This design comes from an exercise in tuning for small area and a short achievable clock period on the open sky130 flow, not from production work.
Function was checked by simulation only, so behaviour that the tests miss may differ from the original.
The flow treats the clock pin as an ideal source, which a real chip does not have.
Power is estimated from default activity; no workload was simulated.

--- flow/flow/run.sh ---
#!/bin/bash
set -euo pipefail
export BUFFER_PORTS_ARGS="-buffer_cell sky130_fd_sc_hd__buf_2"
export CTS_ARGS="-sink_clustering_enable -repair_clock_nets -sink_clustering_size 30 -sink_clustering_max_diameter 60 -buf_list sky130_fd_sc_hd__clkbuf_16 -dont_use_dummy_load"
export POST_CTS_TCL="$PWD/flow/quad_clk.tcl"
bash standard.sh > standard.log 2>&1
--- flow/design.v ---
`timescale 1ns/1ps
module spi_acl_responder #(
  parameter int          ADDR_W  = 6,
  parameter logic [7:0]  DEVID   = 8'hAD,
  parameter int          SYNC_FF = 2
) (
  input  logic              CLK,
  input  logic              RST,
  input  logic              SCLK,
  input  logic              SS,
  input  logic              SDI,
  output logic              SDO,
  input  logic              smp_valid,
  input  logic [7:0]        smp_x,
  input  logic [7:0]        smp_y,
  input  logic [7:0]        smp_z,
  output logic [7:0]        pwr_ctl,
  output logic              wr_stb,
  output logic [ADDR_W-1:0] wr_addr,
  output logic [7:0]        wr_data,
  output logic              frame_done,
  output logic              cmd_err
);
  localparam logic [7:0] CMD_WR = 8'h0A;
  localparam logic [7:0] CMD_RD = 8'h0B;
  localparam logic [5:0] A_DEV  = 6'h00;
  localparam logic [5:0] A_X    = 6'h08;
  localparam logic [5:0] A_Y    = 6'h09;
  localparam logic [5:0] A_Z    = 6'h0A;
  localparam logic [5:0] A_PWR  = 6'h2D;
  typedef enum logic [2:0] {
    S_IDLE, S_CMD, S_ADDR, S_WDATA, S_RDATA, S_IGNORE
  } state_t;
  state_t state, state_next;
  logic [1:0] sclk_sync, ss_sync, sdi_sync;
  logic sclk_s, ss_s, sdi_s, sclk_d, ss_d;
  logic rise, fall, ss_rise, ss_fall, active;
  logic [2:0] bit_cnt;
  logic [7:0] sr, rx_next, rx_pre, tx_next;
  logic [5:0] addr, addr_inc;
  logic       addr_bad, is_rd, got_byte, read_only;
  logic       byte_done, c_wr, c_rd, wr_ok_q, wr_en, tx_load, tx_shift, rx_shift, to_rdata;
  logic       sdo_n, ss_o;
  logic [7:0] pwr_q, smp_xq, smp_yq, smp_zq;
  logic       smp_ok;
  logic [5:0] pre_addr;
  logic       pre_bad, f_dev, f_smp, f_y, f_z, f_c0, f_c1;
  logic [7:0] ld_val, smp_sel;
  logic [3:0] rot;
  logic       clr;
  logic [4:0] pa;
  logic       pa_ab, pa_rb, pa_16;
  logic [7:0] tap [8];
  logic [4:0] ins, ins_hit;
  logic       stb_d;
  logic [5:0] ins_addr;
  logic [7:0] ins_data;
  logic [7:0] tap_sel;
  logic [2:0] cap_sel;
  logic       cap0, cap1;
  logic [7:0] cand0, cand1;
  assign sclk_s  = sclk_sync[1];
  assign ss_s    = ss_sync[1];
  assign sdi_s   = sdi_sync[1];
  assign rise    = sclk_s & ~sclk_d;
  assign fall    = ~sclk_s & sclk_d;
  assign ss_rise = ss_s & ~ss_d;
  assign ss_fall = ~ss_s & ss_d;
  assign active    = (state != S_IDLE) && !ss_s;
  assign rx_next   = {sr[6:0], sdi_s};
  assign rx_pre    = {sr[6:0], sdi_s};
  assign read_only = (addr == A_DEV) || (addr == A_X) || (addr == A_Y) || (addr == A_Z);
  assign addr_inc  = addr + 6'd1;
  assign byte_done = active && rise && (bit_cnt == 3'd7);
  assign pwr_ctl = pwr_q;
  assign SDO     = !(sdo_n || ss_o);
  always_ff @(posedge CLK) begin
    sclk_sync <= {sclk_sync[0], SCLK};
    sdi_sync  <= {sdi_sync[0], SDI};
    sclk_d    <= sclk_s;
    if (RST) begin
      ss_sync <= '0;
      ss_d    <= 1'b0;
    end else begin
      ss_sync <= {ss_sync[0], SS};
      ss_d    <= ss_s;
    end
  end
  always_ff @(posedge CLK) begin
    c_wr    <= rx_pre == CMD_WR;
    c_rd    <= rx_pre == CMD_RD;
    wr_ok_q <= state == S_WDATA && !addr_bad && !read_only;
  end
  assign wr_en = byte_done && wr_ok_q;
  always_ff @(posedge CLK) begin
    if (RST) state <= S_IDLE;
    else     state <= state_next;
  end
  always_comb begin
    state_next = state;
    if (ss_s) begin
      state_next = S_IDLE;
    end else begin
      case (state)
        S_IDLE:  if (ss_fall) state_next = S_CMD;
        S_CMD:   if (byte_done) state_next = (c_wr || c_rd) ? S_ADDR : S_IGNORE;
        S_ADDR:  if (byte_done) state_next = is_rd ? S_RDATA : S_WDATA;
        default: state_next = state;
      endcase
    end
  end
  always_comb begin
    if (state == S_ADDR) begin
      pre_addr = rx_pre[5:0];
      pre_bad  = rx_pre[7:6] != 2'b00;
    end else begin
      pre_addr = addr_inc;
      pre_bad  = addr_bad;
    end
  end
  always_ff @(posedge CLK) begin
    f_dev <= !pre_bad && pre_addr == A_DEV;
    f_smp <= !pre_bad && (pre_addr == A_X || pre_addr == A_Y || pre_addr == A_Z);
    f_y   <= pre_addr[0];
    f_z   <= pre_addr[1];
    f_c0  <= !pre_bad && !pre_addr[0] && pre_addr != A_DEV && pre_addr != A_X && pre_addr != A_Z;
    f_c1  <= !pre_bad && pre_addr[0] && pre_addr != A_Y;
  end
  assign smp_sel = f_z ? smp_zq : f_y ? smp_yq : smp_xq;
  assign ld_val  = ({8{f_dev}} & DEVID) | ({8{f_smp && smp_ok}} & smp_sel) |
                   ({8{f_c0}} & cand0) | ({8{f_c1}} & cand1);
  assign to_rdata = (state == S_ADDR && is_rd) || state == S_RDATA;
  assign tx_load  = byte_done && to_rdata;
  assign tx_shift = active && state == S_RDATA && fall && bit_cnt != 3'd0;
  assign rx_shift = active && state != S_RDATA && rise;
  assign tx_next  = tx_load ? ld_val : tx_shift ? {sr[6:0], 1'b0} : rx_shift ? rx_next : sr;
  always_ff @(posedge CLK) begin
    sr <= tx_next;
    if (!active) begin
      bit_cnt  <= '0;
      got_byte <= 1'b0;
    end else begin
      if (rise) bit_cnt <= bit_cnt + 3'd1;
      if (byte_done) got_byte <= 1'b1;
      if (byte_done && state == S_CMD) is_rd <= c_rd;
      if (byte_done && state == S_ADDR) begin
        addr     <= rx_next[5:0];
        addr_bad <= rx_next[7:6] != 2'b00;
      end else if (byte_done && (state == S_WDATA || state == S_RDATA)) begin
        addr     <= addr_inc;
      end
    end
  end
  always_ff @(posedge CLK) begin
    ss_o <= ss_sync[0];
    if (RST) sdo_n <= 1'b1;
    else     sdo_n <= !(to_rdata && !ss_s && (state == S_RDATA || byte_done) && tx_next[7]);
  end
  always_ff @(posedge CLK) begin
    if (RST) pwr_q <= 8'h00;
    else if (wr_en && addr == A_PWR) pwr_q <= rx_next;
    if (smp_valid) begin
      smp_xq <= smp_x;
      smp_yq <= smp_y;
      smp_zq <= smp_z;
    end
    if (RST) smp_ok <= 1'b0;
    else if (smp_valid) smp_ok <= 1'b1;
  end
  always_ff @(posedge CLK) begin
    if (RST) begin
      rot <= 4'd0;
      clr <= 1'b1;
    end else begin
      rot <= rot + 4'd1;
      if (rot == 4'd15) clr <= 1'b0;
    end
  end
  always_ff @(posedge CLK) begin
    ins_addr <= wr_addr;
    stb_d    <= wr_en;
    if (RST) ins_data <= 8'h00;
    else     ins_data <= wr_data;
    for (int r = 0; r < 5; r++) ins[r] <= clr || (ins_hit[r] && !stb_d);
  end
  assign ins_hit[0] = (ins_addr[5:3] == 3'd0 && ins_addr[2:0] == rot[2:0]) ||
                      (ins_addr == 6'h0B && rot[2:0] == 3'd0);
  assign ins_hit[1] = ins_addr[5:2] == 4'b0011 && ins_addr[1:0] == rot[1:0];
  for (genvar k = 1; k < 4; k++) begin : g_ins
    assign ins_hit[k+1] = ins_addr[5:4] == 2'(k) && ins_addr[3:0] == rot;
  end
  logic [63:0] ring_a;
  logic [31:0] ring_b;
  logic [127:0] ring_1, ring_2, ring_3;
  always_ff @(posedge CLK) begin
    ring_a <= {ring_a[7:0], ins[0] ? ins_data : ring_a[63:56], ring_a[55:8]};
    ring_b <= {ring_b[7:0], ins[1] ? ins_data : ring_b[31:24], ring_b[23:8]};
    ring_1 <= {ring_1[7:0], ins[2] ? ins_data : ring_1[127:120], ring_1[119:8]};
    ring_2 <= {ring_2[7:0], ins[3] ? ins_data : ring_2[127:120], ring_2[119:8]};
    ring_3 <= {ring_3[7:0], ins[4] ? ins_data : ring_3[127:120], ring_3[119:8]};
  end
  assign tap[0] = ring_a[63:56];
  assign tap[1] = ring_b[31:24];
  assign tap[2] = ring_1[127:120];
  assign tap[3] = ring_1[63:56];
  assign tap[4] = ring_2[127:120];
  assign tap[5] = ring_2[63:56];
  assign tap[6] = ring_3[127:120];
  assign tap[7] = ring_3[63:56];
  always_comb begin
    if (state == S_ADDR) pa = (bit_cnt == 3'd7) ? sr[4:0] : {sr[3:0], sdi_s};
    else                 pa = addr_inc[5:1];
  end
  assign pa_ab = pa == 5'b00101;
  assign pa_rb = pa[4:2] == 3'd1 && pa[1];
  assign pa_16 = pa[4:3] != 2'd0;
  always_ff @(posedge CLK) begin
    cap_sel <= pa_16 ? {pa[4:3], pa[2] ^ rot[3]} : {2'd0, pa_rb};
    cap0    <= pa_rb ? rot[1:0] == {pa[0], 1'b0} : rot[2:0] == {pa[1:0], 1'b0};
    cap1    <= pa_rb ? rot[1:0] == {pa[0], 1'b1} : pa_ab ? rot[2:0] == 3'd0 : rot[2:0] == {pa[1:0], 1'b1};
  end
  assign tap_sel = tap[cap_sel];
  always_ff @(posedge CLK) begin
    if (cap0) cand0 <= tap_sel;
    if (cap1) cand1 <= tap_sel;
  end
  always_ff @(posedge CLK) begin
    if (RST) begin
      wr_stb     <= 1'b0;
      wr_addr    <= '0;
      wr_data    <= '0;
      frame_done <= 1'b0;
      cmd_err    <= 1'b0;
    end else begin
      wr_stb     <= wr_en;
      frame_done <= ss_rise && got_byte;
      if (wr_en) begin
        wr_addr <= addr;
        wr_data <= rx_next;
      end
      if (byte_done && state == S_CMD && !c_wr && !c_rd)
        cmd_err <= 1'b1;
    end
  end
endmodule
--- flow/config.mk ---
export PLATFORM = sky130hd
export DESIGN_NAME = spi_acl_responder
export DESIGN_NICKNAME = spi_acl_responder
export VERILOG_FILES = /design/flow/design.v
export SDC_FILE = /design/flow/constraint.sdc
export NUM_CORES = 4
export LEC_CHECK = 0
export ABC_AREA = 1
export ABC_CLOCK_PERIOD_IN_PS = 2200
export CAP_MARGIN = 20
export CORE_MARGIN = 2
export CORE_UTILIZATION = 65
export CTS_BUF_LIST = sky130_fd_sc_hd__clkbuf_16
export CTS_CLUSTER_DIAMETER = 60
export CTS_CLUSTER_SIZE = 30
export PLACE_DENSITY = 0.75
export SETUP_SLACK_MARGIN = 4.0
export SLEW_MARGIN = 20
--- flow/constraint.sdc ---
create_clock -name core_clock -period 6.0 [get_ports {CLK}]
set_input_delay 1.2000 -clock core_clock [delete_from_list [all_inputs] [get_ports {CLK}]]
set_output_delay 1.2000 -clock core_clock [all_outputs]
set_load 0.01 [all_outputs]
--- flow/standard.sh ---
#!/bin/bash
# synth_recipe.tcl (not shown) runs the flow's synth.tcl, then flattens the netlist and writes it again
# the make line also repeats each setting of config.mk as NAME=value (left out here)
make -C /OpenROAD-flow-scripts/flow DESIGN_CONFIG=/design/flow/config.mk WORK_HOME=/design/flow/orfs CLKGATE_MAP_FILE= SYNTH_SCRIPT=/design/flow/synth_recipe.tcl "${@:-finish}"
--- flow/flow/quad_clk.tcl ---
# Rebuild the top of the clock tree that CTS made (root buffer -> first-level buffers -> leaf
# buffers): the leaf buffers are split into four groups by location (halves in x, then halves
# in y), and each group is driven by one clock buffer that takes the clock straight from the CLK
# port (4 cells, the port's fanout limit). Every register's clock path loses one buffer stage
# alike; the leaf buffers and everything below them are kept as CTS made them. The four group
# drivers are clkbuf_16.
proc quad_clock_tree {} {
  set block [ord::get_db_block]
  set clknet [$block findNet CLK]
  set rits {}
  foreach it [$clknet getITerms] { if {[$it isInputSignal]} { lappend rits $it } }
  if {[llength $rits] != 1} { puts "quad: [llength $rits] root pins, left alone"; return }
  set root [[lindex $rits 0] getInst]
  set rootnet [[$root findITerm X] getNet]
  set mids {}
  foreach it [$rootnet getITerms] { if {[$it isInputSignal]} { lappend mids [$it getInst] } }
  set leaves {}
  foreach mid $mids {
    set mnet [[$mid findITerm X] getNet]
    foreach it [$mnet getITerms] {
      if {![$it isInputSignal]} { continue }
      if {![string match "*clkbuf*" [[[$it getInst] getMaster] getName]]} {
        puts "quad: first level drives a non-buffer, left alone"; return
      }
      set box [[$it getInst] getBBox]
      lappend leaves [list $it [expr {([$box xMin] + [$box xMax]) / 2}] [expr {([$box yMin] + [$box yMax]) / 2}]]
    }
  }
  if {[llength $leaves] < 8} { puts "quad: only [llength $leaves] leaf buffers, left alone"; return }
  # Split by x, then each half by y.
  set byx [lsort -integer -index 1 $leaves]
  set h [expr {[llength $byx] / 2}]
  set groups {}
  foreach half [list [lrange $byx 0 [expr {$h - 1}]] [lrange $byx $h end]] {
    set byy [lsort -integer -index 2 $half]
    set q [expr {[llength $byy] / 2}]
    lappend groups [lrange $byy 0 [expr {$q - 1}]] [lrange $byy $q end]
  }
  # Drivers and nets: reuse the root and first-level buffers and their nets, make the rest.
  set master [[ord::get_db] findMaster sky130_fd_sc_hd__clkbuf_16]
  set drivers [concat [list $root] $mids]
  foreach d $drivers { if {[$d getMaster] ne $master} { $d swapMaster $master } }
  set nets {}
  foreach d $drivers { lappend nets [[$d findITerm X] getNet] }
  set k 0
  while {[llength $drivers] < 4} {
    lappend drivers [odb::dbInst_create $block $master "clkbuf_quad_$k"]
    set n [odb::dbNet_create $block "clknet_quad_$k"]
    $n setSigType CLOCK
    lappend nets $n
    incr k
  }
  # Disconnect the old top of the tree.
  foreach d $drivers {
    foreach pin {A X} {
      set it [$d findITerm $pin]
      if {[$it getNet] ne "NULL" && [$it getNet] ne ""} { $it disconnect }
    }
  }
  foreach l $leaves { [lindex $l 0] disconnect }
  # Connect and place each group's driver at its leaves' centroid.
  for {set g 0} {$g < 4} {incr g} {
    set d [lindex $drivers $g]
    set n [lindex $nets $g]
    [$d findITerm A] connect $clknet
    [$d findITerm X] connect $n
    set sx 0; set sy 0
    foreach l [lindex $groups $g] {
      [lindex $l 0] connect $n
      incr sx [lindex $l 1]; incr sy [lindex $l 2]
    }
    set cnt [llength [lindex $groups $g]]
    $d setLocation [expr {$sx / $cnt}] [expr {$sy / $cnt}]
    $d setPlacementStatus PLACED
  }
  global_connect
  detailed_placement
  puts "quad: CLK drives 4 clock buffers, over [llength $leaves] leaf buffers in groups of [join [lmap g $groups {llength $g}] {, }]"
}
quad_clock_tree
==> reports/summary.txt, run 1 <==
STA
----------------------------------------------------------------------------------------------------
Hold Fails Final Rpt ..................................................................            0
Count of endpoints failing setup in the final report ..................................            0
Actual transition at the worst max-transition pin .....................................    0.5431 ns
Setup repair after global routing missed its margin ...................................         true
Sum Neg Setup Slack ...................................................................         0 ns
Clock skew ............................................................................   0.04909 ns
Relative slew margins .................................................................       0.6379
Final setup slack of the worst path ...................................................     3.897 ns
Highest clock frequency the design can meet ...........................................    475.4 MHz
Pins Over Slew Limit ..................................................................            0
Final min period ......................................................................     2.103 ns
Tcrit/Tclk final ......................................................................       0.3506

SETUP PATH
----------------------------------------------------------------------------------------------------
Critical Path Fanout Max ..............................................................            1
Required time worst endpoint ..........................................................      4.80 ns
Category of the most critical setup path ..............................................      reg2out
Nature of the critical path endpoint ..................................................   output pin
Startpoint Class ......................................................................    flip-flop
CP Data Arrival Time ..................................................................      0.90 ns

CELLS AND AREA
----------------------------------------------------------------------------------------------------
Final #Nets ...........................................................................        1,384
Antenna Cells .........................................................................            0
Cell Count, Final, Fillers Out ........................................................        1,667
Post-layout util ......................................................................       0.7301
Filler cells ..........................................................................        1,589
Signed area change from the synthesized netlist to the final layout ...................       10.40%
Proportion of layout cells with a drive suffix above 1 ................................       0.1147

PLACEMENT
----------------------------------------------------------------------------------------------------
# placed instances ....................................................................        1,624
Estimated wirelength of the detail-placed design ......................................    17,980 um
Worst-case setup slack after placement ................................................     3.689 ns
Routability cong. .....................................................................       0.8668
Number of port buffers ................................................................           55

DETAILED ROUTING
----------------------------------------------------------------------------------------------------
Routed wire length ....................................................................    26,970 um
Via count .............................................................................        8,446
Drt drc ...............................................................................            0
Amount of wire on met3 after detailed routing .........................................      1355 um
Met2 WL ...............................................................................    12,540 um
Met1 WL ...............................................................................    12,400 um
Per-cell routed wire length ...........................................................     16.18 um
Detailed-route vias per instance ......................................................        5.067
Count of routing violations after the opening detailed-route iteration ................          669
ANT nets after route ..................................................................            0
First-pass DRT Iterations .............................................................            5
Top Layer Used ........................................................................         met4

PWR
----------------------------------------------------------------------------------------------------
Pleak .................................................................................  0.006984 uW
Pwr Density ........................................................................... 355.0 nW/um2
Max VDD drop ..........................................................................     267.3 uV
Total power after layout ..............................................................      6286 uW

CLOCK TREE
----------------------------------------------------------------------------------------------------
Latest clock arrival within the worst-skew pair .......................................      0.37 ns
Clock-pin slew reported for the worst setup and hold paths after clock tree synthesis .      0.10 ns
Clock sink total ......................................................................          618
CTS tree ..............................................................................         done

DIE
----------------------------------------------------------------------------------------------------
Area inside the core boundary .........................................................   24,250 um2
Overall die area ......................................................................   25,940 um2
Die Ht ................................................................................     161.1 um
Number of top-level pins ..............................................................           56
Initial core utilization ..............................................................       0.6614
Site row count ........................................................................           57
Die width .............................................................................     161.1 um

GLOBAL ROUTING
----------------------------------------------------------------------------------------------------
Pin count of the biggest net entering global routing ..................................           31
Initial antenna violation count .......................................................            0
Leftover overflow at the end of global routing ........................................            0
Wire length of the first global-routing pass ..........................................    42,490 um
Via count of the first global-routing pass ............................................        8,308
Global-route total usage across every layer ...........................................       0.2124

YOSYS
----------------------------------------------------------------------------------------------------
Number of instances in the synthesized netlist ........................................        1,266
Sequential area share after synthesis .................................................       0.8058
Count of warnings emitted by yosys ....................................................            2
Unique masters post-synth .............................................................           39
Number of storage elements in the synthesis netlist ...................................          618
Mapped Avg Cell Area ..................................................................    12.67 um2
Cell Area, Synth ......................................................................   16,040 um2
Net count after synthesis .............................................................        1,305

JOB
----------------------------------------------------------------------------------------------------
Max capacitance violation total .......................................................            0

RUN STATUS
----------------------------------------------------------------------------------------------------
Outcome ...............................................................................  timing/DRC/antenna clean

WORST HOLD PATH
----------------------------------------------------------------------------------------------------
Type of the tightest min-delay check ..................................................      reg2reg

## registers in the layout, summed over array words and instances, names as in the netlist, 32 cells and up
register  flops
ring_a       64
ring_1      128
ring_b       32
ring_3      128
ring_2      128
## per-stage QoR
stage / area [um2] / hold WS (ns)
after floorplan: 16040 / 0.3096
after global placement: 16620 / 0.3097
after detailed placement: 16620 / 0.3121
after global routing: 17700 / 0.3066
final: 17700 / 0.3025
## layout by cell type, fill, tap and decap left out, types with 2 or more instances in the layout
cell / n
sky130_fd_sc_hd__a211oi_1: 2
sky130_fd_sc_hd__a21oi_1: 42
sky130_fd_sc_hd__a31oi_1: 5
sky130_fd_sc_hd__a41oi_1: 4
sky130_fd_sc_hd__buf_2: 29
sky130_fd_sc_hd__buf_4: 11
sky130_fd_sc_hd__buf_6: 25
sky130_fd_sc_hd__clkbuf_16: 30
sky130_fd_sc_hd__dfxtp_1: 536
sky130_fd_sc_hd__dfxtp_2: 27
sky130_fd_sc_hd__edfxtp_1: 55
sky130_fd_sc_hd__ha_1: 8
sky130_fd_sc_hd__inv_1: 137
sky130_fd_sc_hd__inv_2: 5
sky130_fd_sc_hd__mux2_2: 4
sky130_fd_sc_hd__mux2i_1: 8
sky130_fd_sc_hd__nand2_1: 160
sky130_fd_sc_hd__nand2_2: 2
sky130_fd_sc_hd__nand3_1: 36
sky130_fd_sc_hd__nand3_4: 2
sky130_fd_sc_hd__nand4_1: 6
sky130_fd_sc_hd__nor2_1: 55
sky130_fd_sc_hd__nor2_2: 5
sky130_fd_sc_hd__nor2_4: 3
sky130_fd_sc_hd__nor3_1: 6
sky130_fd_sc_hd__o211ai_1: 15
sky130_fd_sc_hd__o21ai_0: 79
sky130_fd_sc_hd__o21ai_1: 2
sky130_fd_sc_hd__o21ai_2: 2
sky130_fd_sc_hd__o22ai_1: 24
sky130_fd_sc_hd__o31ai_1: 2
sky130_fd_sc_hd__xnor2_1: 2
sky130_fd_sc_hd__xor2_1: 2
## cells in the mapped netlist (all sizes together)
cell    number  share of area
xnor2        2         0.0011
dfxtp      563           0.70
a31oi        6         0.0023
clkinv       1        0.00031
clkbuf      10         0.0023
xor2         2         0.0011
o31ai        2        0.00094
nand4        6         0.0023
o21ai       83          0.026
a21oi       42          0.013
o211ai      15         0.0070
nor4         1        0.00039
or2          1        0.00039
nand3b       1        0.00047
mux2         4         0.0028
o22ai       24         0.0094
inv        142          0.033
buf         11         0.0037
a211oi       2        0.00094
ha           9         0.0070
nand3       39          0.013
nor2        63          0.017
mux2i        8         0.0050
nand2      163          0.039
o41ai        1        0.00055
edfxtp      55           0.10
nor3         6         0.0019
a41oi        4         0.0022
## layout make-up, clock buffers not listed
cell class / count / area, um2 / area share
plain buffers: 1 / 25.02 / 0.001413
inverters: 143 / 538.0 / 0.03039
multi-input cells: 485 / 2517 / 0.1422
flip-flops and latches: 618 / 12960 / 0.7318
well taps: 324 / 405.4 / 0.02290
repair buffers: 67 / 536.8 / 0.03032
## worst paths after layout
kind,cells past startpoint,endpoint,from,slack [ns]
max,2,SDO,sdo_n,3.90
min,0,ring_3[72],ring_3[80],0.30
max reg2reg,5,cand0[1],cap_sel[1],4.12
min reg2reg,0,ring_3[72],ring_3[80],0.30
## cell families after synthesis
group | synth area share
muxes | 0.007802
adders and majority gates | 0.007022
and+or+nand+nor | 0.07482
xor gates and xnor gates | 0.002185
DFF | 0.8058
buffers and inverters | 0.03956
AOI/OAI and AO/OA | 0.06281
## critical path, stage by stage (launching register included)
cell	delay (ns)
sky130_fd_sc_hd__dfxtp_2	0.33
sky130_fd_sc_hd__nor2_2	0.10
sky130_fd_sc_hd__buf_2	0.13
## per-layer routing
layer,up-vias,GRT usage
met5,-,0
met4,0,0.07995
met3,51,0.03133
met2,225,0.3467
met1,3979,0.2922
li1,4191,-
## where the power goes
part,leakage [uW],total (uW),internal (uW),switching [uW]
clock network,0.000370,2010,900,1110
registers,0.00508,4200,4180,16.4
logic,0.00153,78.7,27.9,50.9
total,0.00698,6290,5110,1170
==> inputs of run 2 (changes only) <==
--- a/flow/design.v
+++ b/flow/design.v
@@ -76,13 +76,16 @@
   assign SDO     = !(sdo_n || ss_o);
   always_ff @(posedge CLK) begin
-    sclk_sync <= {sclk_sync[0], SCLK};
-    sdi_sync  <= {sdi_sync[0], SDI};
-    sclk_d    <= sclk_s;
     if (RST) begin
-      ss_sync <= '0;
-      ss_d    <= 1'b0;
-    end else begin
-      ss_sync <= {ss_sync[0], SS};
-      ss_d    <= ss_s;
+      sclk_sync <= '0;
+      ss_sync   <= '0;
+      sdi_sync  <= '0;
+      sclk_d    <= 1'b0;
+      ss_d      <= 1'b0;
+    end else begin
+      sclk_sync <= {sclk_sync[0], SCLK};
+      ss_sync   <= {ss_sync[0], SS};
+      sdi_sync  <= {sdi_sync[0], SDI};
+      sclk_d    <= sclk_s;
+      ss_d      <= ss_s;
     end
   end
==> run 2 against run 1 <==
Clock power hardly changed. Routed wire length rose by 2.2%. Maximum frequency up 0.96%. Largest cell class unchanged. Hold slack got worse by 0.027 ns. Largest power group unchanged. Via count about the same. First-iteration DRC count is 1.6% higher. Critical endpoint unchanged. Synthesized area grew 0.22%.
==> reports/summary.txt, run 2 <==
YOSYS
----------------------------------------------------------------------------------------------------
Count of warnings emitted by yosys ....................................................            2
Proportion of synthesized area in mux cells ...........................................     0.008486
Largest family of logic cells by synthesized area ..................................... simple AND/OR/NAND/NOR gates
Xor and xnor area share after synthesis ...............................................     0.002180
Post-synth EDFFs ......................................................................           55
Most frequently used cell type in the post-synthesis netlist .......................... sky130_fd_sc_hd__dfxtp_1
Sequential area share after synthesis .................................................       0.8040
Post-synth top cells .................................................................. 563 x sky130_fd_sc_hd__dfxtp_1, 159 x sky130_fd_sc_hd__nand2_1, 134 x sky130_fd_sc_hd__inv_1, 80 x sky130_fd_sc_hd__o21ai_0, 72 x sky130_fd_sc_hd__nor2_1
Main synth FF type .................................................................... sky130_fd_sc_hd__dfxtp_1
Mapped Avg Cell Area ..................................................................    12.66 um2
Cell Area, Synth ......................................................................   16,070 um2
Synth async-reset ratio ...............................................................            0
Number of storage elements in the synthesis netlist ...................................          618
Area share of fa/ha/maj cells after synthesis .........................................     0.007007
Net count after synthesis .............................................................        1,308
Number of instances in the synthesized netlist ........................................        1,269
Compound-cell area share of the yosys netlist .........................................      0.06166
Simple logic cell fraction of the synthesized area ....................................      0.07762
Unique masters post-synth .............................................................           39
Synth top area cells .................................................................. sky130_fd_sc_hd__dfxtp_1 70%, sky130_fd_sc_hd__edfxtp_1 10%, sky130_fd_sc_hd__nand2_1 3.7%, sky130_fd_sc_hd__inv_1 3.1%, sky130_fd_sc_hd__o21ai_0 2.5%
Synth top area share ..................................................................       0.7013
Synth area leader ..................................................................... sky130_fd_sc_hd__dfxtp_1

JOB
----------------------------------------------------------------------------------------------------
Max capacitance violation total .......................................................            0

DETAILED ROUTING
----------------------------------------------------------------------------------------------------
Detailed-route vias per instance ......................................................        5.041
Via count .............................................................................        8,444
Drt drc ...............................................................................            0
Routed wire length ....................................................................    27,570 um
Per-cell routed wire length ...........................................................     16.46 um
First-pass DRT Iterations .............................................................            6
ANT nets after route ..................................................................            0
Count of routing violations after the opening detailed-route iteration ................          680

GLOBAL ROUTING
----------------------------------------------------------------------------------------------------
Leftover overflow at the end of global routing ........................................            0
Via count of the first global-routing pass ............................................        8,144
Pin count of the biggest net entering global routing ..................................           34
Initial antenna violation count .......................................................            0
Wire length of the first global-routing pass ..........................................    42,840 um
Global-route total usage across every layer ...........................................       0.2165

WORST HOLD PATH
----------------------------------------------------------------------------------------------------
Type of the tightest min-delay check ..................................................      reg2reg
Hold path start .......................................................................   ring_2[68]
Number of cells on the worst hold path ................................................            0
Hold Crit Endpoint ....................................................................   ring_2[60]

CELLS AND AREA
----------------------------------------------------------------------------------------------------
Leading cell type in the layout, fill and taps excluded ............................... sky130_fd_sc_hd__dfxtp_1
Area of all placed cells without fillers ..............................................   17,780 um2
Leading cell types in the layout, fill and taps excluded .............................. 538 x sky130_fd_sc_hd__dfxtp_1, 157 x sky130_fd_sc_hd__nand2_1, 133 x sky130_fd_sc_hd__inv_1, 80 x sky130_fd_sc_hd__o21ai_0, 71 x sky130_fd_sc_hd__nor2_1
Signed area change from the synthesized netlist to the final layout ...................       10.65%
Antenna Cells .........................................................................            0
Biggest registers after layout ........................................................ ring_1 x128, ring_2 x128, ring_3 x128
Cell Count, Final, Fillers Out ........................................................        1,675
Filler cells ..........................................................................        1,550
Proportion of layout cells with a drive suffix above 1 ................................       0.1236
Final #Nets ...........................................................................        1,392

PLACEMENT
----------------------------------------------------------------------------------------------------
Routability cong. .....................................................................       0.8687
Placed cell areas .....................................................................   16,660 um2
Worst-case setup slack after placement ................................................     3.570 ns
Estimated wirelength of the detail-placed design ......................................    18,200 um
Number of port buffers ................................................................           55
# placed instances ....................................................................        1,629

STA
----------------------------------------------------------------------------------------------------
Clock skew ............................................................................   0.04611 ns
Count of endpoints failing setup in the final report ..................................            0
Pins Over Slew Limit ..................................................................            0
Hold Fails Final Rpt ..................................................................            0
Sum Neg Setup Slack ...................................................................         0 ns
Final setup slack of the worst path ...................................................     3.917 ns
Tcrit/Tclk final ......................................................................       0.3472
Final min period ......................................................................     2.083 ns
Relative slew margins .................................................................       0.5578
Highest clock frequency the design can meet ...........................................    480.0 MHz
Setup repair after global routing missed its margin ...................................         true
Actual transition at the worst max-transition pin .....................................    0.6625 ns

PWR
----------------------------------------------------------------------------------------------------
Max VDD drop ..........................................................................     271.1 uV
Pwr Density ........................................................................... 354.6 nW/um2
Total power after layout ..............................................................      6306 uW
Pleak .................................................................................  0.007089 uW

CLOCK TREE
----------------------------------------------------------------------------------------------------
CTS tree ..............................................................................         done
Clock sink total ......................................................................          618
Latest clock arrival within the worst-skew pair .......................................      0.36 ns
Clock-pin slew reported for the worst setup and hold paths after clock tree synthesis .      0.10 ns

DIE
----------------------------------------------------------------------------------------------------
Overall die area ......................................................................   26,000 um2
Die width .............................................................................     161.2 um
Site row count ........................................................................           57
Die Ht ................................................................................     161.2 um
Area inside the core boundary .........................................................   24,320 um2
Number of top-level pins ..............................................................           56
Initial core utilization ..............................................................       0.6609

SETUP PATH
----------------------------------------------------------------------------------------------------
Category of the most critical setup path ..............................................      reg2out
Startpoint Class ......................................................................    flip-flop
Nature of the critical path endpoint ..................................................   output pin
R2r worst-path depth ..................................................................            8
Setup slack on the worst flop-to-flop path ............................................      4.13 ns
Beginning of the worst register-to-register path ......................................     state[1]
Reg2reg end ...........................................................................        sr[1]
Required time worst endpoint ..........................................................      4.80 ns
CP Data Arrival Time ..................................................................      0.88 ns
Critical Path Fanout Max ..............................................................            1

RUN STATUS
----------------------------------------------------------------------------------------------------
Outcome ...............................................................................  timing/DRC/antenna clean

[run 2: cell types whose count changed after synthesis, moves of 2 or more]
| cell | change |
|---|---|
| sky130_fd_sc_hd__a41oi_1 | -4 |
| sky130_fd_sc_hd__o22ai_1 | -5 |
| sky130_fd_sc_hd__a21oi_2 | +9 |
| sky130_fd_sc_hd__inv_1 | -3 |
| sky130_fd_sc_hd__nor2_1 | +15 |
| sky130_fd_sc_hd__a21oi_1 | -7 |
| sky130_fd_sc_hd__nand2_1 | -3 |
| sky130_fd_sc_hd__a31oi_1 | -4 |
| sky130_fd_sc_hd__buf_4 | -3 |
| sky130_fd_sc_hd__buf_6 | +2 |
| sky130_fd_sc_hd__a221oi_1 | +5 |
[run 2: per-layer routing]
metal  track usage  part of all wire
met3       0.04854             0.046
met2        0.3531              0.46
met4       0.06940             0.028
met5             0                 0
met1        0.2920              0.46
[run 2: power by group]
part	total [uW]	internal (uW)	switching [uW]
clock	2040	928	1110
sequential	4190	4180	12.4
combinational	77.2	27.0	50.2
total	6310	5130	1170
[run 2: area by class of cell, clock buffers not listed]
type | instances | area, um2 | share of cell area
repair buffers | 70 | 546.8 | 0.03075
multi-input cells | 492 | 2561 | 0.1440
flip-flops and latches | 618 | 12960 | 0.7290
plain buffers | 1 | 25.02 | 0.001407
well taps | 324 | 405.4 | 0.02280
inverters | 140 | 530.5 | 0.02983
[run 2: worst max-delay path by stage]
stage | startpoint | endpoint | slack (ns) | depth (start not counted)
after floorplan | RST | cmd_err | 4.04 | 4
after global placement | RST | wr_addr[3] | 3.64 | 4
after detailed placement | RST | wr_addr[0] | 3.57 | 4
after global routing | ss_o | SDO | 3.88 | 2
final | ss_o | SDO | 3.92 | 2
[run 2: cell families after synthesis]
family / count (synthesis)
DFF: 618
and+or+nand+nor: 293
AOI/OAI and AO/OA: 172
buffers and inverters: 160
muxes: 13
adders and majority gates: 9
xor gates and xnor gates: 4
[run 2: stage by stage]
| stage | utilization | hold WS [ns] |
|---|---|---|
| after floorplan | - | 0.3096 |
| after global placement | 0.6852 | 0.3095 |
| after detailed placement | 0.6852 | 0.3121 |
| after global routing | 0.7312 | 0.2757 |
| final | 0.7312 | 0.2756 |
[run 2: critical path, cell delays in order, from the launching register on]
cell and delay [ns]:
sky130_fd_sc_hd__dfxtp_1 0.31, sky130_fd_sc_hd__nor2_1 0.10, sky130_fd_sc_hd__buf_2 0.14
==> inputs of run 3 (changes only) <==
--- a/flow/config.mk
+++ b/flow/config.mk
@@ -6,5 +6,4 @@
 export NUM_CORES = 4
 export LEC_CHECK = 0
-export ABC_AREA = 1
 export ABC_CLOCK_PERIOD_IN_PS = 2200
 export CAP_MARGIN = 20
==> run 3 against run 2 <==
Total power down 0.29%. Hold slack gained 0.0061 ns. Clock skew increased by 0.0030 ns. Die area up 0.61%. Flip-flop and latch count unchanged. Largest cell class unchanged. Highest routed layer unchanged.
==> reports/summary.txt, run 3 <==
RUN STATUS
----------------------------------------------------------------------------------------------------
Outcome ...............................................................................  timing/DRC/antenna clean

DIE
----------------------------------------------------------------------------------------------------
Overall die area ......................................................................   26,160 um2
Initial core utilization ..............................................................       0.6631
Area inside the core boundary .........................................................   24,390 um2
Die width .............................................................................     161.7 um
Die Ht ................................................................................     161.7 um
Site row count ........................................................................           57
Number of top-level pins ..............................................................           56

CLOCK TREE
----------------------------------------------------------------------------------------------------
Latest clock arrival within the worst-skew pair .......................................      0.35 ns
Clock-pin slew reported for the worst setup and hold paths after clock tree synthesis .      0.10 ns
CTS tree ..............................................................................         done
Clock sink total ......................................................................          618

YOSYS
----------------------------------------------------------------------------------------------------
Xor and xnor area share after synthesis ...............................................     0.007582
Number of storage elements in the synthesis netlist ...................................          618
Synth top area cells .................................................................. sky130_fd_sc_hd__dfxtp_1 70%, sky130_fd_sc_hd__edfxtp_1 10%, sky130_fd_sc_hd__mux2_2 2.9%, sky130_fd_sc_hd__mux2i_1 1.9%, sky130_fd_sc_hd__nand2_1 1.6%
Main synth FF type .................................................................... sky130_fd_sc_hd__dfxtp_1
Unique masters post-synth .............................................................           67
Sequential area share after synthesis .................................................       0.7990
Synth area leader ..................................................................... sky130_fd_sc_hd__dfxtp_1
Synth top area share ..................................................................       0.6969
Simple logic cell fraction of the synthesized area ....................................      0.06336
Largest family of logic cells by synthesized area ..................................... simple AND/OR/NAND/NOR gates
Compound-cell area share of the yosys netlist .........................................      0.05531
Post-synth top cells .................................................................. 563 x sky130_fd_sc_hd__dfxtp_1, 68 x sky130_fd_sc_hd__nand2_1, 55 x sky130_fd_sc_hd__edfxtp_1, 50 x sky130_fd_sc_hd__nor2_1
Area share of fa/ha/maj cells after synthesis .........................................     0.006963
Post-synth EDFFs ......................................................................           55
Count of warnings emitted by yosys ....................................................            2
Proportion of synthesized area in mux cells ...........................................      0.05060
Most frequently used cell type in the post-synthesis netlist .......................... sky130_fd_sc_hd__dfxtp_1
Cell Area, Synth ......................................................................   16,170 um2
Number of instances in the synthesized netlist ........................................        1,126
Synth async-reset ratio ...............................................................            0
Mapped Avg Cell Area ..................................................................    14.36 um2
Net count after synthesis .............................................................        1,165

DETAILED ROUTING
----------------------------------------------------------------------------------------------------
Per-cell routed wire length ...........................................................     19.36 um
ANT nets after route ..................................................................            0
Routed wire length ....................................................................    30,210 um
Via count .............................................................................        8,382
Drt drc ...............................................................................            0
Count of routing violations after the opening detailed-route iteration ................          764
Detailed-route vias per instance ......................................................        5.373
First-pass DRT Iterations .............................................................            5

PWR
----------------------------------------------------------------------------------------------------
Pwr Density ........................................................................... 340.6 nW/um2
Total power after layout ..............................................................      6288 uW
Pleak .................................................................................  0.007373 uW
Max VDD drop ..........................................................................     312.3 uV

PLACEMENT
----------------------------------------------------------------------------------------------------
Routability cong. .....................................................................       0.8866
Placed cell areas .....................................................................   16,740 um2
Worst-case setup slack after placement ................................................     3.329 ns
Number of port buffers ................................................................           55
Estimated wirelength of the detail-placed design ......................................    17,690 um

SETUP PATH
----------------------------------------------------------------------------------------------------
CP max-delay cell ..................................................................... sky130_fd_sc_hd__or4b_4
Critical path buffer and inverter count ...............................................            0
Required time worst endpoint ..........................................................      6.23 ns
Critical Path Fanout Max ..............................................................            5
Startpoint Class ......................................................................    flip-flop
Beginning of the worst register-to-register path ......................................     state[2]
Largest incremental delay on the critical path ........................................      0.51 ns
Cells along the critical path ......................................................... or3b_4 -> or4b_4 -> a21oi_4 -> mux2i_1 -> a211o_1
R2r worst-path depth ..................................................................            5
CP top delay family ................................................................... simple AND/OR/NAND/NOR gates
Category of the most critical setup path ..............................................      reg2reg
Critical Path Stages ..................................................................            5
Nature of the critical path endpoint ..................................................    flip-flop
Startpoint of the most critical setup path ............................................     state[2]
CP Data Arrival Time ..................................................................      2.32 ns

CELLS AND AREA
----------------------------------------------------------------------------------------------------
Signed area change from the synthesized netlist to the final layout ...................       14.14%
Biggest registers after layout ........................................................ ring_1 x128, ring_2 x128, ring_3 x128
Filler cells ..........................................................................        1,408
Area of all placed cells without fillers ..............................................   18,460 um2
Leading cell types in the layout, fill and taps excluded .............................. 534 x sky130_fd_sc_hd__dfxtp_1, 63 x sky130_fd_sc_hd__nand2_1, 57 x sky130_fd_sc_hd__buf_4, 55 x sky130_fd_sc_hd__edfxtp_1, 47 x sky130_fd_sc_hd__nor2_1
Leading cell type in the layout, fill and taps excluded ............................... sky130_fd_sc_hd__dfxtp_1
Final #Nets ...........................................................................        1,276
Proportion of layout cells with a drive suffix above 1 ................................       0.2235

STA
----------------------------------------------------------------------------------------------------
Setup repair after global routing missed its margin ...................................         true
Final setup slack of the worst path ...................................................     3.913 ns
Hold Fails Final Rpt ..................................................................            0
Highest clock frequency the design can meet ...........................................    479.1 MHz
Actual transition at the worst max-transition pin .....................................    0.7286 ns
Relative slew margins .................................................................       0.5136
Final min period ......................................................................     2.087 ns
Pins Over Slew Limit ..................................................................            0
Tcrit/Tclk final ......................................................................       0.3478
Count of endpoints failing setup in the final report ..................................            0
Sum Neg Setup Slack ...................................................................         0 ns
Tightest hold margin ..................................................................    0.2817 ns
Clock skew ............................................................................   0.04907 ns

GLOBAL ROUTING
----------------------------------------------------------------------------------------------------
Pin count of the biggest net entering global routing ..................................           48
Via count of the first global-routing pass ............................................        8,250
Leftover overflow at the end of global routing ........................................            0
Wire length of the first global-routing pass ..........................................    45,270 um
Global-route total usage across every layer ...........................................       0.2273
Initial antenna violation count .......................................................            0

WORST HOLD PATH
----------------------------------------------------------------------------------------------------
Number of cells on the worst hold path ................................................            0
Hold path start .......................................................................  ring_3[103]
Type of the tightest min-delay check ..................................................      reg2reg

JOB
----------------------------------------------------------------------------------------------------
Max capacitance violation total .......................................................            0

==> run 3: final timing paths <==
kind                      to  slack (ns)
hold / removal    ring_3[95]        0.28
setup / recovery       sdo_n        3.91
setup reg to reg       sdo_n        3.91
hold reg to reg   ring_3[95]        0.28
==> run 3: stage by stage <==
step | std cells | utilization
after detailed placement | 1464 | 0.6865
after global placement | 1464 | 0.6865
final | 1560 | 0.7568
after global routing | 1559 | 0.7567
after floorplan | 1126 | -
==> run 3: cells by family (layout without fill, tap and decap cells) <==
family / Yosys count / in the layout
multiplexers: 74 / 74
other: 0 / 1
adder cells (fa/ha/maj): 9 / 9
buffers and inverters: 71 / 179
AO/OA/AOI/OAI: 133 / 133
flip-flops: 618 / 618
AND/OR/NAND/NOR: 207 / 208
XOR/XNOR: 14 / 14
==> run 3: power breakdown <==
part           total, uW  switching, uW  internal [uW]
logic               53.6           30.4           23.3
registers           4180           12.3           4170
clock network       2050           1120            928
total               6290           1160           5120
==> run 3: worst register-to-register path, delay by kind of cell (launching register included) <==
family	cells	cell delay [ns]
muxes	1	0.13
and+or+nand+nor	2	0.91
AOI/OAI and AO/OA	2	0.56
DFF	1	0.38
==> run 3: final cells by class, clock buffers not listed <==
type | instances | area, um2 | share of cell area
sequential | 618 | 12980 | 0.7029
multi-input combinational | 438 | 3228 | 0.1749
timing repair buffer | 120 | 955.9 | 0.05178
tap | 324 | 405.4 | 0.02196
inverter | 27 | 108.9 | 0.005897
buffer | 1 | 25.02 | 0.001356
timing repair inverter | 1 | 7.507 | 0.0004067
antenna | 1 | 2.502 | 0.0001356
==> run 3: per-layer routing <==
layer,wire length [um],global-route usage
met1,13140,0.3094
met4,943,0.1010
met5,0,0
met3,1953,0.04775
met2,14170,0.3563
==> inputs of run 4 (changes only) <==
--- a/flow/config.mk
+++ b/flow/config.mk
@@ -6,4 +6,5 @@
 export NUM_CORES = 4
 export LEC_CHECK = 0
+export ABC_AREA = 1
 export ABC_CLOCK_PERIOD_IN_PS = 2200
 export CAP_MARGIN = 20
@@ -13,5 +14,6 @@
 export CTS_CLUSTER_DIAMETER = 60
 export CTS_CLUSTER_SIZE = 30
+export GPL_TIMING_DRIVEN = 0
 export PLACE_DENSITY = 0.75
-export SETUP_SLACK_MARGIN = 4.0
+export SETUP_SLACK_MARGIN = 3.9
 export SLEW_MARGIN = 20
==> run 4 against run 3 <==
Critical path type is now reg2out. Sequential power about the same. Largest power group unchanged. Sequential share of layout area rose by 2.5 points. Critical path depth fell by 3. Flip-flop and latch count unchanged. Via count is 0.78% higher.
==> reports/summary.txt, run 4 <==
SETUP PATH
----------------------------------------------------------------------------------------------------
Cells along the critical path ......................................................... nor2_2 -> buf_2
Largest incremental delay on the critical path ........................................      0.31 ns
Required time worst endpoint ..........................................................      4.80 ns
Category of the most critical setup path ..............................................      reg2out
CP top delay family ...................................................................   flip-flops
CP Data Arrival Time ..................................................................      0.87 ns
Critical Path Fanout Max ..............................................................            1
Setup slack on the worst flop-to-flop path ............................................      4.06 ns
Critical path buffer and inverter count ...............................................            1
CP max-delay cell ..................................................................... sky130_fd_sc_hd__dfxtp_1
Nature of the critical path endpoint ..................................................   output pin
Startpoint Class ......................................................................    flip-flop

DETAILED ROUTING
----------------------------------------------------------------------------------------------------
Via count .............................................................................        8,447
Detailed-route vias per instance ......................................................        5.016
ANT nets after route ..................................................................            0
Per-cell routed wire length ...........................................................     16.16 um
Count of routing violations after the opening detailed-route iteration ................          551
First-pass DRT Iterations .............................................................            4
Routed wire length ....................................................................    27,220 um
Drt drc ...............................................................................            0

CELLS AND AREA
----------------------------------------------------------------------------------------------------
Leading cell type in the layout, fill and taps excluded ............................... sky130_fd_sc_hd__dfxtp_1
Antenna Cells .........................................................................            0
Proportion of layout cells with a drive suffix above 1 ................................       0.1191
Leading cell types in the layout, fill and taps excluded .............................. 539 x sky130_fd_sc_hd__dfxtp_1, 158 x sky130_fd_sc_hd__nand2_1, 134 x sky130_fd_sc_hd__inv_1, 80 x sky130_fd_sc_hd__o21ai_0, 71 x sky130_fd_sc_hd__nor2_1
Signed area change from the synthesized netlist to the final layout ...................       10.67%
Area of all placed cells without fillers ..............................................   17,790 um2
Filler cells ..........................................................................        1,579
Biggest registers after layout ........................................................ ring_1 x128, ring_2 x128, ring_3 x128
Final #Nets ...........................................................................        1,401

YOSYS
----------------------------------------------------------------------------------------------------
Area share of fa/ha/maj cells after synthesis .........................................     0.007007
Synth area leader ..................................................................... sky130_fd_sc_hd__dfxtp_1
Post-synth EDFFs ......................................................................           55
Compound-cell area share of the yosys netlist .........................................      0.06166
Sequential area share after synthesis .................................................       0.8040
Largest family of logic cells by synthesized area ..................................... simple AND/OR/NAND/NOR gates
Mapped Avg Cell Area ..................................................................    12.66 um2
Proportion of synthesized area in mux cells ...........................................     0.008486
Main synth FF type .................................................................... sky130_fd_sc_hd__dfxtp_1
Number of storage elements in the synthesis netlist ...................................          618
Most frequently used cell type in the post-synthesis netlist .......................... sky130_fd_sc_hd__dfxtp_1
Cell Area, Synth ......................................................................   16,070 um2
Simple logic cell fraction of the synthesized area ....................................      0.07762
Count of warnings emitted by yosys ....................................................            2
Synth top area share ..................................................................       0.7013
Number of instances in the synthesized netlist ........................................        1,269
Unique masters post-synth .............................................................           39
Post-synth top cells .................................................................. 563 x sky130_fd_sc_hd__dfxtp_1, 159 x sky130_fd_sc_hd__nand2_1, 134 x sky130_fd_sc_hd__inv_1, 80 x sky130_fd_sc_hd__o21ai_0, 72 x sky130_fd_sc_hd__nor2_1
Synth top area cells .................................................................. sky130_fd_sc_hd__dfxtp_1 70%, sky130_fd_sc_hd__edfxtp_1 10%, sky130_fd_sc_hd__nand2_1 3.7%, sky130_fd_sc_hd__inv_1 3.1%, sky130_fd_sc_hd__o21ai_0 2.5%
Synth async-reset ratio ...............................................................            0
Xor and xnor area share after synthesis ...............................................     0.002180
Net count after synthesis .............................................................        1,308

PWR
----------------------------------------------------------------------------------------------------
Portion of total power attributed to the clock network ................................        0.328
Seq pwr share .........................................................................        0.660
Max VDD drop ..........................................................................     218.6 uV
Psw ...................................................................................      1188 uW
Pwr Density ........................................................................... 357.0 nW/um2
Switching Fraction ....................................................................       0.1871
Combinational fraction of design power ................................................        0.012
Internal power consumption ............................................................      5162 uW
Pleak .................................................................................  0.007087 uW

DIE
----------------------------------------------------------------------------------------------------
Initial core utilization ..............................................................       0.6609
Area inside the core boundary .........................................................   24,320 um2
Site row count ........................................................................           57
Number of top-level pins ..............................................................           56
Die width .............................................................................     161.2 um
Die Ht ................................................................................     161.2 um
Overall die area ......................................................................   26,000 um2

STA
----------------------------------------------------------------------------------------------------
Highest clock frequency the design can meet ...........................................    482.4 MHz
Setup repair after global routing missed its margin ...................................         true
Tcrit/Tclk final ......................................................................       0.3455
Actual transition at the worst max-transition pin .....................................    0.6083 ns
Tightest hold margin ..................................................................    0.2995 ns
Count of endpoints failing setup in the final report ..................................            0
Sum Neg Setup Slack ...................................................................         0 ns
Pins Over Slew Limit ..................................................................            0
Relative slew margins .................................................................       0.5923
Clock skew ............................................................................   0.04811 ns
Final min period ......................................................................     2.073 ns
Hold Fails Final Rpt ..................................................................            0

GLOBAL ROUTING
----------------------------------------------------------------------------------------------------
Pin count of the biggest net entering global routing ..................................           31
Global-route total usage across every layer ...........................................       0.2139
Via count of the first global-routing pass ............................................        8,284
Leftover overflow at the end of global routing ........................................            0
Wire length of the first global-routing pass ..........................................    42,370 um
Initial antenna violation count .......................................................            0

PLACEMENT
----------------------------------------------------------------------------------------------------
Number of port buffers ................................................................           54
Routability cong. .....................................................................       0.8703
Placed cell areas .....................................................................   16,750 um2
Estimated wirelength of the detail-placed design ......................................    18,470 um

WORST HOLD PATH
----------------------------------------------------------------------------------------------------
Type of the tightest min-delay check ..................................................      reg2reg

CLOCK TREE
----------------------------------------------------------------------------------------------------
Clock-pin slew reported for the worst setup and hold paths after clock tree synthesis .      0.10 ns
CTS tree ..............................................................................         done
Latest clock arrival within the worst-skew pair .......................................      0.36 ns
Clock sink total ......................................................................          618

RUN STATUS
----------------------------------------------------------------------------------------------------
Outcome ...............................................................................  timing/DRC/antenna clean

JOB
----------------------------------------------------------------------------------------------------
Max capacitance violation total .......................................................            0

==> run 4: cell types whose count changed after synthesis, sizes merged, moves of 25 or more <==
cell	change
inv	+112
mux2	-37
nor2	+27
o21ai	+52
nor2b	-25
nand2	+93
==> run 4: through the flow <==
step           instances    util  setup WS (ns)  power, uW
2_1_floorplan       1269       -          4.043       4331
3_3_place_gp        1647  0.6888          3.664       4357
3_5_place_dp        1647  0.6888          3.651       4361
5_1_grt             1684  0.7313          3.875       6547
6_report            1684  0.7313          3.927       6350
==> run 4: power by group through the flow <==
stage / Combinational, uW / Sequential (uW) / Clock, uW
global route: 88.9 / 4190 / 2270
finish: 78.3 / 4190 / 2080
detailed placement: 76.6 / 4280 / 0
global placement: 74.3 / 4280 / 0
floorplan: 50.9 / 4280 / 0
==> run 4: path summary, 6_finish.rpt <==
check,startpoint,cells after the start,to
max reg2reg,bit_cnt[0],7,sr[1]
max,sdo_n,2,SDO
min reg2reg,ring_3[17],0,ring_3[9]
min,ring_3[17],0,ring_3[9]
==> run 4: cell type report, clock buffers not listed <==
type	count	area (um2)	area share
well taps	324	405.4	0.02279
repair buffers	59	451.7	0.02540
flip-flops and latches	618	12950	0.7282
plain buffers	21	126.4	0.007105
multi-input cells	491	2544	0.1430
inverters	140	530.5	0.02983
==> run 4: kinds of logic (layout without fill, tap and decap cells) <==
logic type	count (synthesis)	after routing
flops	618	618
buf+inv	160	251
simple gates	293	293
compound gates	172	172
fa+ha+maj	9	9
mux	13	13
xor+xnor	4	4
==> run 4: routing by layer <==
layer	track usage	vias to the layer above	wire length, um
li1	-	4229	-
met1	0.2840	3937	12230
met2	0.3428	209	12610
met3	0.04032	72	1294
met4	0.1039	0	1092
met5	0	-	0
==> inputs of run 5 (changes only) <==
--- a/flow/config.mk
+++ b/flow/config.mk
@@ -14,6 +14,6 @@
 export CTS_CLUSTER_DIAMETER = 60
 export CTS_CLUSTER_SIZE = 30
-export GPL_TIMING_DRIVEN = 0
 export PLACE_DENSITY = 0.75
 export SETUP_SLACK_MARGIN = 3.9
 export SLEW_MARGIN = 20
+export TNS_END_PERCENT = 20
==> run 5 against run 4 <==
Largest power group unchanged. Largest cell class unchanged. Flip-flop and latch count unchanged. Clock power down 2%. Maximum frequency down 1.8%. Die area unchanged. Clock skew down 0.0028 ns. Hold slack worse by 0.024 ns. Sequential power about the same. Combinational power down 3.6%. Sequential share of layout area up 0.94 points.
==> reports/summary.txt, run 5 <==
WORST HOLD PATH
----------------------------------------------------------------------------------------------------
Type of the tightest min-delay check ..................................................      reg2reg

GLOBAL ROUTING
----------------------------------------------------------------------------------------------------
Via count of the first global-routing pass ............................................        8,080
Global-route total usage across every layer ...........................................       0.2135
Wire length of the first global-routing pass ..........................................    42,280 um
Leftover overflow at the end of global routing ........................................            0
Pin count of the biggest net entering global routing ..................................           34
Initial antenna violation count .......................................................            0

YOSYS
----------------------------------------------------------------------------------------------------
Area share of fa/ha/maj cells after synthesis .........................................     0.007007
Main synth FF type .................................................................... sky130_fd_sc_hd__dfxtp_1
Mapped Avg Cell Area ..................................................................    12.66 um2
Largest family of logic cells by synthesized area ..................................... simple AND/OR/NAND/NOR gates
Compound-cell area share of the yosys netlist .........................................      0.06166
Post-synth EDFFs ......................................................................           55
Proportion of synthesized area in mux cells ...........................................     0.008486
Synth async-reset ratio ...............................................................            0
Cell Area, Synth ......................................................................   16,070 um2
Post-synth top cells .................................................................. 563 x sky130_fd_sc_hd__dfxtp_1, 159 x sky130_fd_sc_hd__nand2_1, 134 x sky130_fd_sc_hd__inv_1, 80 x sky130_fd_sc_hd__o21ai_0, 72 x sky130_fd_sc_hd__nor2_1
Xor and xnor area share after synthesis ...............................................     0.002180
Simple logic cell fraction of the synthesized area ....................................      0.07762
Synth top area share ..................................................................       0.7013
Number of storage elements in the synthesis netlist ...................................          618
Unique masters post-synth .............................................................           39
Most frequently used cell type in the post-synthesis netlist .......................... sky130_fd_sc_hd__dfxtp_1
Count of warnings emitted by yosys ....................................................            2
Sequential area share after synthesis .................................................       0.8040
Number of instances in the synthesized netlist ........................................        1,269
Synth top area cells .................................................................. sky130_fd_sc_hd__dfxtp_1 70%, sky130_fd_sc_hd__edfxtp_1 10%, sky130_fd_sc_hd__nand2_1 3.7%, sky130_fd_sc_hd__inv_1 3.1%, sky130_fd_sc_hd__o21ai_0 2.5%
Synth area leader ..................................................................... sky130_fd_sc_hd__dfxtp_1
Net count after synthesis .............................................................        1,308

PWR
----------------------------------------------------------------------------------------------------
Max VDD drop ..........................................................................     270.9 uV
Pleak .................................................................................  0.007014 uW
Pwr Density ........................................................................... 359.8 nW/um2

STA
----------------------------------------------------------------------------------------------------
Tightest hold margin ..................................................................    0.2754 ns
Sum Neg Setup Slack ...................................................................         0 ns
Final min period ......................................................................     2.111 ns
Pins Over Slew Limit ..................................................................            0
Highest clock frequency the design can meet ...........................................    473.7 MHz
Hold Fails Final Rpt ..................................................................            0
Clock skew ............................................................................   0.04534 ns
Setup repair after global routing missed its margin ...................................         true
Relative slew margins .................................................................       0.3355
Count of endpoints failing setup in the final report ..................................            0
Actual transition at the worst max-transition pin .....................................    0.9892 ns
Final setup slack of the worst path ...................................................     3.889 ns
Tcrit/Tclk final ......................................................................       0.3518

CELLS AND AREA
----------------------------------------------------------------------------------------------------
Antenna Cells .........................................................................            0
Cell Count, Final, Fillers Out ........................................................        1,666
Biggest registers after layout ........................................................ ring_1 x128, ring_2 x128, ring_3 x128
Leading cell type in the layout, fill and taps excluded ............................... sky130_fd_sc_hd__dfxtp_1
Proportion of layout cells with a drive suffix above 1 ................................      0.09762
Final #Nets ...........................................................................        1,383
Signed area change from the synthesized netlist to the final layout ...................       9.070%
Leading cell types in the layout, fill and taps excluded .............................. 556 x sky130_fd_sc_hd__dfxtp_1, 159 x sky130_fd_sc_hd__nand2_1, 134 x sky130_fd_sc_hd__inv_1, 80 x sky130_fd_sc_hd__o21ai_0, 72 x sky130_fd_sc_hd__nor2_1

SETUP PATH
----------------------------------------------------------------------------------------------------
Largest incremental delay on the critical path ........................................      0.65 ns
CP Data Arrival Time ..................................................................      2.05 ns
Category of the most critical setup path ..............................................      reg2reg
Critical Path Fanout Max ..............................................................           10
Required time worst endpoint ..........................................................      5.94 ns
Cell occurring most often along the worst timing path ................................. sky130_fd_sc_hd__ha_1
CP max-delay cell ..................................................................... sky130_fd_sc_hd__a31oi_1
Nature of the critical path endpoint ..................................................    flip-flop
Startpoint Class ......................................................................    flip-flop
Cells along the critical path ......................................................... ha_1 -> ha_1 -> nand3_4 -> a31oi_1

DIE
----------------------------------------------------------------------------------------------------
Overall die area ......................................................................   26,000 um2
Area inside the core boundary .........................................................   24,320 um2
Die Ht ................................................................................     161.2 um
Die width .............................................................................     161.2 um
Number of top-level pins ..............................................................           56
Site row count ........................................................................           57
Initial core utilization ..............................................................       0.6609

CLOCK TREE
----------------------------------------------------------------------------------------------------
Clock sink total ......................................................................          618
Latest clock arrival within the worst-skew pair .......................................      0.36 ns
Clock-pin slew reported for the worst setup and hold paths after clock tree synthesis .      0.10 ns
CTS tree ..............................................................................         done

DETAILED ROUTING
----------------------------------------------------------------------------------------------------
Via count .............................................................................        8,289
Per-cell routed wire length ...........................................................     16.25 um
ANT nets after route ..................................................................            0
Detailed-route vias per instance ......................................................        4.975
First-pass DRT Iterations .............................................................            8
Count of routing violations after the opening detailed-route iteration ................          688
Routed wire length ....................................................................    27,080 um
Drt drc ...............................................................................            0

PLACEMENT
----------------------------------------------------------------------------------------------------
Worst-case setup slack after placement ................................................     3.570 ns
Estimated wirelength of the detail-placed design ......................................    18,200 um
Number of port buffers ................................................................           55
Routability cong. .....................................................................       0.8687
# placed instances ....................................................................        1,629

JOB
----------------------------------------------------------------------------------------------------
Max capacitance violation total .......................................................            0

RUN STATUS
----------------------------------------------------------------------------------------------------
Outcome ...............................................................................  timing/DRC/antenna clean

-- run 5: kinds of logic after synthesis --
| group | after synthesis |
|---|---|
| AOI/OAI and AO/OA | 172 |
| xor gates and xnor gates | 4 |
| adders and majority gates | 9 |
| buffers and inverters | 160 |
| DFF | 618 |
| muxes | 13 |
| and+or+nand+nor | 293 |
-- run 5: area by class of cell, clock buffers not listed --
class / instances / area [um2]
multi-input cells: 492 / 2529
repair buffers: 61 / 357.8
flip-flops and latches: 618 / 12930
plain buffers: 1 / 25.02
well taps: 324 / 405.4
inverters: 140 / 530.5
fillers: 1587 / 6790
-- run 5: path summary, 6_finish.rpt --
| path | startpoint | endpoint | cells past startpoint | slack, ns |
|---|---|---|---|---|
| setup / recovery | bit_cnt[0] | addr[2] | 4 | 3.89 |
| hold / removal | ring_2[68] | ring_2[60] | 0 | 0.28 |
| setup reg to reg | bit_cnt[0] | addr[2] | 4 | 3.89 |
| hold reg to reg | ring_2[68] | ring_2[60] | 0 | 0.28 |
-- run 5: power breakdown --
group          switching (uW)  internal (uW)  total (uW)
combinational            48.9           26.5        75.5
clock                    1110            928        2040
sequential               12.0           4180        4190
total                    1170           5130        6310
-- run 5: through the flow --
stage / util / power, uW / cell area, um2
3_3_place_gp: 0.6852 / 4356 / 16660
3_5_place_dp: 0.6852 / 4360 / 16660
5_1_grt: 0.7208 / 6507 / 17530
2_1_floorplan: - / 4331 / 16080
6_report: 0.7208 / 6307 / 17530
-- run 5: critical path, delay by kind of cell, from the launching register on --
kind / cells / cell delay (ns)
AO/OA/AOI/OAI: 1 / 0.65
adder cells (fa/ha/maj): 2 / 0.49
AND/OR/NAND/NOR: 1 / 0.25
flip-flops: 1 / 0.35
-- run 5: routing by layer --
layer	GRT usage	vias up	part of all wire
met5	0	-	0
met4	0.06575	0	0.024
met3	0.04931	46	0.049
met2	0.3476	206	0.46
met1	0.2885	3858	0.46
li1	-	4179	-
==> inputs of run 6 (changes only) <==
--- a/flow/config.mk
+++ b/flow/config.mk
@@ -17,3 +17,2 @@
 export SETUP_SLACK_MARGIN = 3.9
 export SLEW_MARGIN = 20
-export TNS_END_PERCENT = 20
==> run 6 against run 5 <==
Die area did not move. First-iteration DRC count fell by 0.58%. Routed wire length rose by 0.83%. Synthesized cell count did not move. Maximum frequency rose by 1.3%.
==> reports/summary.txt, run 6 <==
CELLS AND AREA
----------------------------------------------------------------------------------------------------
Biggest registers after layout ........................................................ ring_1 x128, ring_2 x128, ring_3 x128
Proportion of layout cells with a drive suffix above 1 ................................       0.1152
Antenna Cells .........................................................................            0
Filler cells ..........................................................................        1,561
Post-layout util ......................................................................       0.7278
Leading cell type in the layout, fill and taps excluded ............................... sky130_fd_sc_hd__dfxtp_1
Signed area change from the synthesized netlist to the final layout ...................       10.13%
Area of all placed cells without fillers ..............................................   17,700 um2
Leading cell types in the layout, fill and taps excluded .............................. 538 x sky130_fd_sc_hd__dfxtp_1, 158 x sky130_fd_sc_hd__nand2_1, 134 x sky130_fd_sc_hd__inv_1, 80 x sky130_fd_sc_hd__o21ai_0, 72 x sky130_fd_sc_hd__nor2_1
Final #Nets ...........................................................................        1,386

YOSYS
----------------------------------------------------------------------------------------------------
Number of storage elements in the synthesis netlist ...................................          618
Synth top area cells .................................................................. sky130_fd_sc_hd__dfxtp_1 70%, sky130_fd_sc_hd__edfxtp_1 10%, sky130_fd_sc_hd__nand2_1 3.7%, sky130_fd_sc_hd__inv_1 3.1%, sky130_fd_sc_hd__o21ai_0 2.5%
Unique masters post-synth .............................................................           39
Synth top area share ..................................................................       0.7013
Synth area leader ..................................................................... sky130_fd_sc_hd__dfxtp_1
Post-synth EDFFs ......................................................................           55
Cell Area, Synth ......................................................................   16,070 um2
Mapped Avg Cell Area ..................................................................    12.66 um2
Sequential area share after synthesis .................................................       0.8040
Main synth FF type .................................................................... sky130_fd_sc_hd__dfxtp_1
Synth async-reset ratio ...............................................................            0
Post-synth top cells .................................................................. 563 x sky130_fd_sc_hd__dfxtp_1, 159 x sky130_fd_sc_hd__nand2_1, 134 x sky130_fd_sc_hd__inv_1, 80 x sky130_fd_sc_hd__o21ai_0, 72 x sky130_fd_sc_hd__nor2_1
Number of instances in the synthesized netlist ........................................        1,269
Most frequently used cell type in the post-synthesis netlist .......................... sky130_fd_sc_hd__dfxtp_1
Count of warnings emitted by yosys ....................................................            2
Net count after synthesis .............................................................        1,308

PLACEMENT
----------------------------------------------------------------------------------------------------
Placed cell areas .....................................................................   16,660 um2
Routability cong. .....................................................................       0.8687
Estimated wirelength of the detail-placed design ......................................    18,200 um
Number of port buffers ................................................................           55

DIE
----------------------------------------------------------------------------------------------------
Initial core utilization ..............................................................       0.6609
Number of top-level pins ..............................................................           56
Die width .............................................................................     161.2 um
Die Ht ................................................................................     161.2 um
Area inside the core boundary .........................................................   24,320 um2
Site row count ........................................................................           57
Overall die area ......................................................................   26,000 um2

STA
----------------------------------------------------------------------------------------------------
Actual transition at the worst max-transition pin .....................................    0.7830 ns
Count of endpoints failing setup in the final report ..................................            0
Hold Fails Final Rpt ..................................................................            0
Clock skew ............................................................................   0.04652 ns
Final min period ......................................................................     2.083 ns
Pins Over Slew Limit ..................................................................            0
Sum Neg Setup Slack ...................................................................         0 ns
Relative slew margins .................................................................       0.4756
Setup repair after global routing missed its margin ...................................         true
Tcrit/Tclk final ......................................................................       0.3472
Highest clock frequency the design can meet ...........................................    480.0 MHz

DETAILED ROUTING
----------------------------------------------------------------------------------------------------
Per-cell routed wire length ...........................................................     16.36 um
Via count .............................................................................        8,369
Detailed-route vias per instance ......................................................        5.014
Count of routing violations after the opening detailed-route iteration ................          684
ANT nets after route ..................................................................            0
Drt drc ...............................................................................            0
First-pass DRT Iterations .............................................................            5
Routed wire length ....................................................................    27,300 um

SETUP PATH
----------------------------------------------------------------------------------------------------
Largest incremental delay on the critical path ........................................      0.32 ns
Nature of the critical path endpoint ..................................................   output pin
Startpoint Class ......................................................................    flip-flop
Critical Path Fanout Max ..............................................................            1
CP Data Arrival Time ..................................................................      0.88 ns
Required time worst endpoint ..........................................................      4.80 ns
Category of the most critical setup path ..............................................      reg2out
CP max-delay cell ..................................................................... sky130_fd_sc_hd__dfxtp_1
Cells along the critical path ......................................................... nor2_1 -> buf_2

RUN STATUS
----------------------------------------------------------------------------------------------------
Outcome ...............................................................................  timing/DRC/antenna clean

JOB
----------------------------------------------------------------------------------------------------
Max capacitance violation total .......................................................            0

PWR
----------------------------------------------------------------------------------------------------
Max VDD drop ..........................................................................     271.5 uV
Pleak .................................................................................  0.007047 uW
Pwr Density ........................................................................... 356.2 nW/um2

GLOBAL ROUTING
----------------------------------------------------------------------------------------------------
GR Layer Usage met2 ...................................................................       0.3525
Leftover overflow at the end of global routing ........................................            0
Global-route total usage across every layer ...........................................       0.2164
Initial antenna violation count .......................................................            0
Met1 global-route usage ...............................................................       0.2924
Fraction of met3 tracks used by global routing ........................................      0.04828
Wire length of the first global-routing pass ..........................................    42,800 um
Pin count of the biggest net entering global routing ..................................           34
Via count of the first global-routing pass ............................................        8,137
Most Crowded Layer GR .................................................................         met2

WORST HOLD PATH
----------------------------------------------------------------------------------------------------
Type of the tightest min-delay check ..................................................      reg2reg

CLOCK TREE
----------------------------------------------------------------------------------------------------
Latest clock arrival within the worst-skew pair .......................................      0.36 ns
Clock sink total ......................................................................          618
CTS tree ..............................................................................         done
Clock-pin slew reported for the worst setup and hold paths after clock tree synthesis .      0.10 ns

run 6: cell counts after synthesis:
No cell type changed its count.
run 6: cell families after synthesis:
| family | Yosys count | synth area share |
|---|---|---|
| multiplexers | 13 | 0.008486 |
| XOR/XNOR | 4 | 0.002180 |
| AND/OR/NAND/NOR | 293 | 0.07762 |
| adder cells (fa/ha/maj) | 9 | 0.007007 |
| buffers and inverters | 160 | 0.03900 |
| AO/OA/AOI/OAI | 172 | 0.06166 |
| flip-flops | 618 | 0.8040 |
run 6: cell type report, clock buffers not listed:
class,instances,area (um2),area share
Sequential cell,618,12950,0.7319
Multi-Input combinational cell,492,2539,0.1434
Inverter,140,530.5,0.02997
Timing Repair Buffer,64,495.5,0.02799
Tap cell,324,405.4,0.02290
Buffer,1,25.02,0.001414
run 6: report_power, final:
| part | switching, uW | internal, uW | leakage (uW) |
|---|---|---|---|
| Sequential | 12.1 | 4180 | 0.00505 |
| Clock | 1110 | 928 | 0.000382 |
| Combinational | 48.8 | 26.7 | 0.00161 |
| Total | 1170 | 5130 | 0.00705 |
run 6: worst max-delay path: cells and delay by family, from the launching register on:
kind	cells	cell delay (ns)
DFF	1	0.32
and+or+nand+nor	1	0.09
buffers and inverters	1	0.14
run 6: stage by stage:
stage,instances,setup WS [ns],hold slack (ns),power (uW)
global route,1669,3.880,0.2757,6507
global placement,1629,3.642,0.3095,4356
detailed placement,1629,3.570,0.3121,4360
finish,1669,3.917,0.2727,6305
floorplan,1269,4.043,0.3096,4331
run 6: final timing paths:
check	to	cells past startpoint	startpoint	slack, ns
setup / recovery	SDO	2	sdo_n	3.92
hold / removal	ring_2[92]	0	ring_2[100]	0.27
setup reg to reg	addr[2]	4	bit_cnt[1]	3.97
hold reg to reg	ring_2[92]	0	ring_2[100]	0.27
run 6: layer usage:
| layer | vias to the layer above | wire [um] | share of wire |
|---|---|---|---|
| li1 | 4182 | - | - |
| met4 | 0 | 787 | 0.029 |
| met5 | - | 0 | 0 |
| met3 | 53 | 1470 | 0.054 |
| met2 | 222 | 12590 | 0.46 |
| met1 | 3912 | 12450 | 0.46 |

Re-timed with assumed drivers on the ports (clkbuf_16 on the clock, buf_2 on other inputs), run 6 has 3.815 ns of setup slack against 3.917 ns with ideal ports, and 3.829 ns once port delays also move by the mid clock arrival of 0.431 ns.
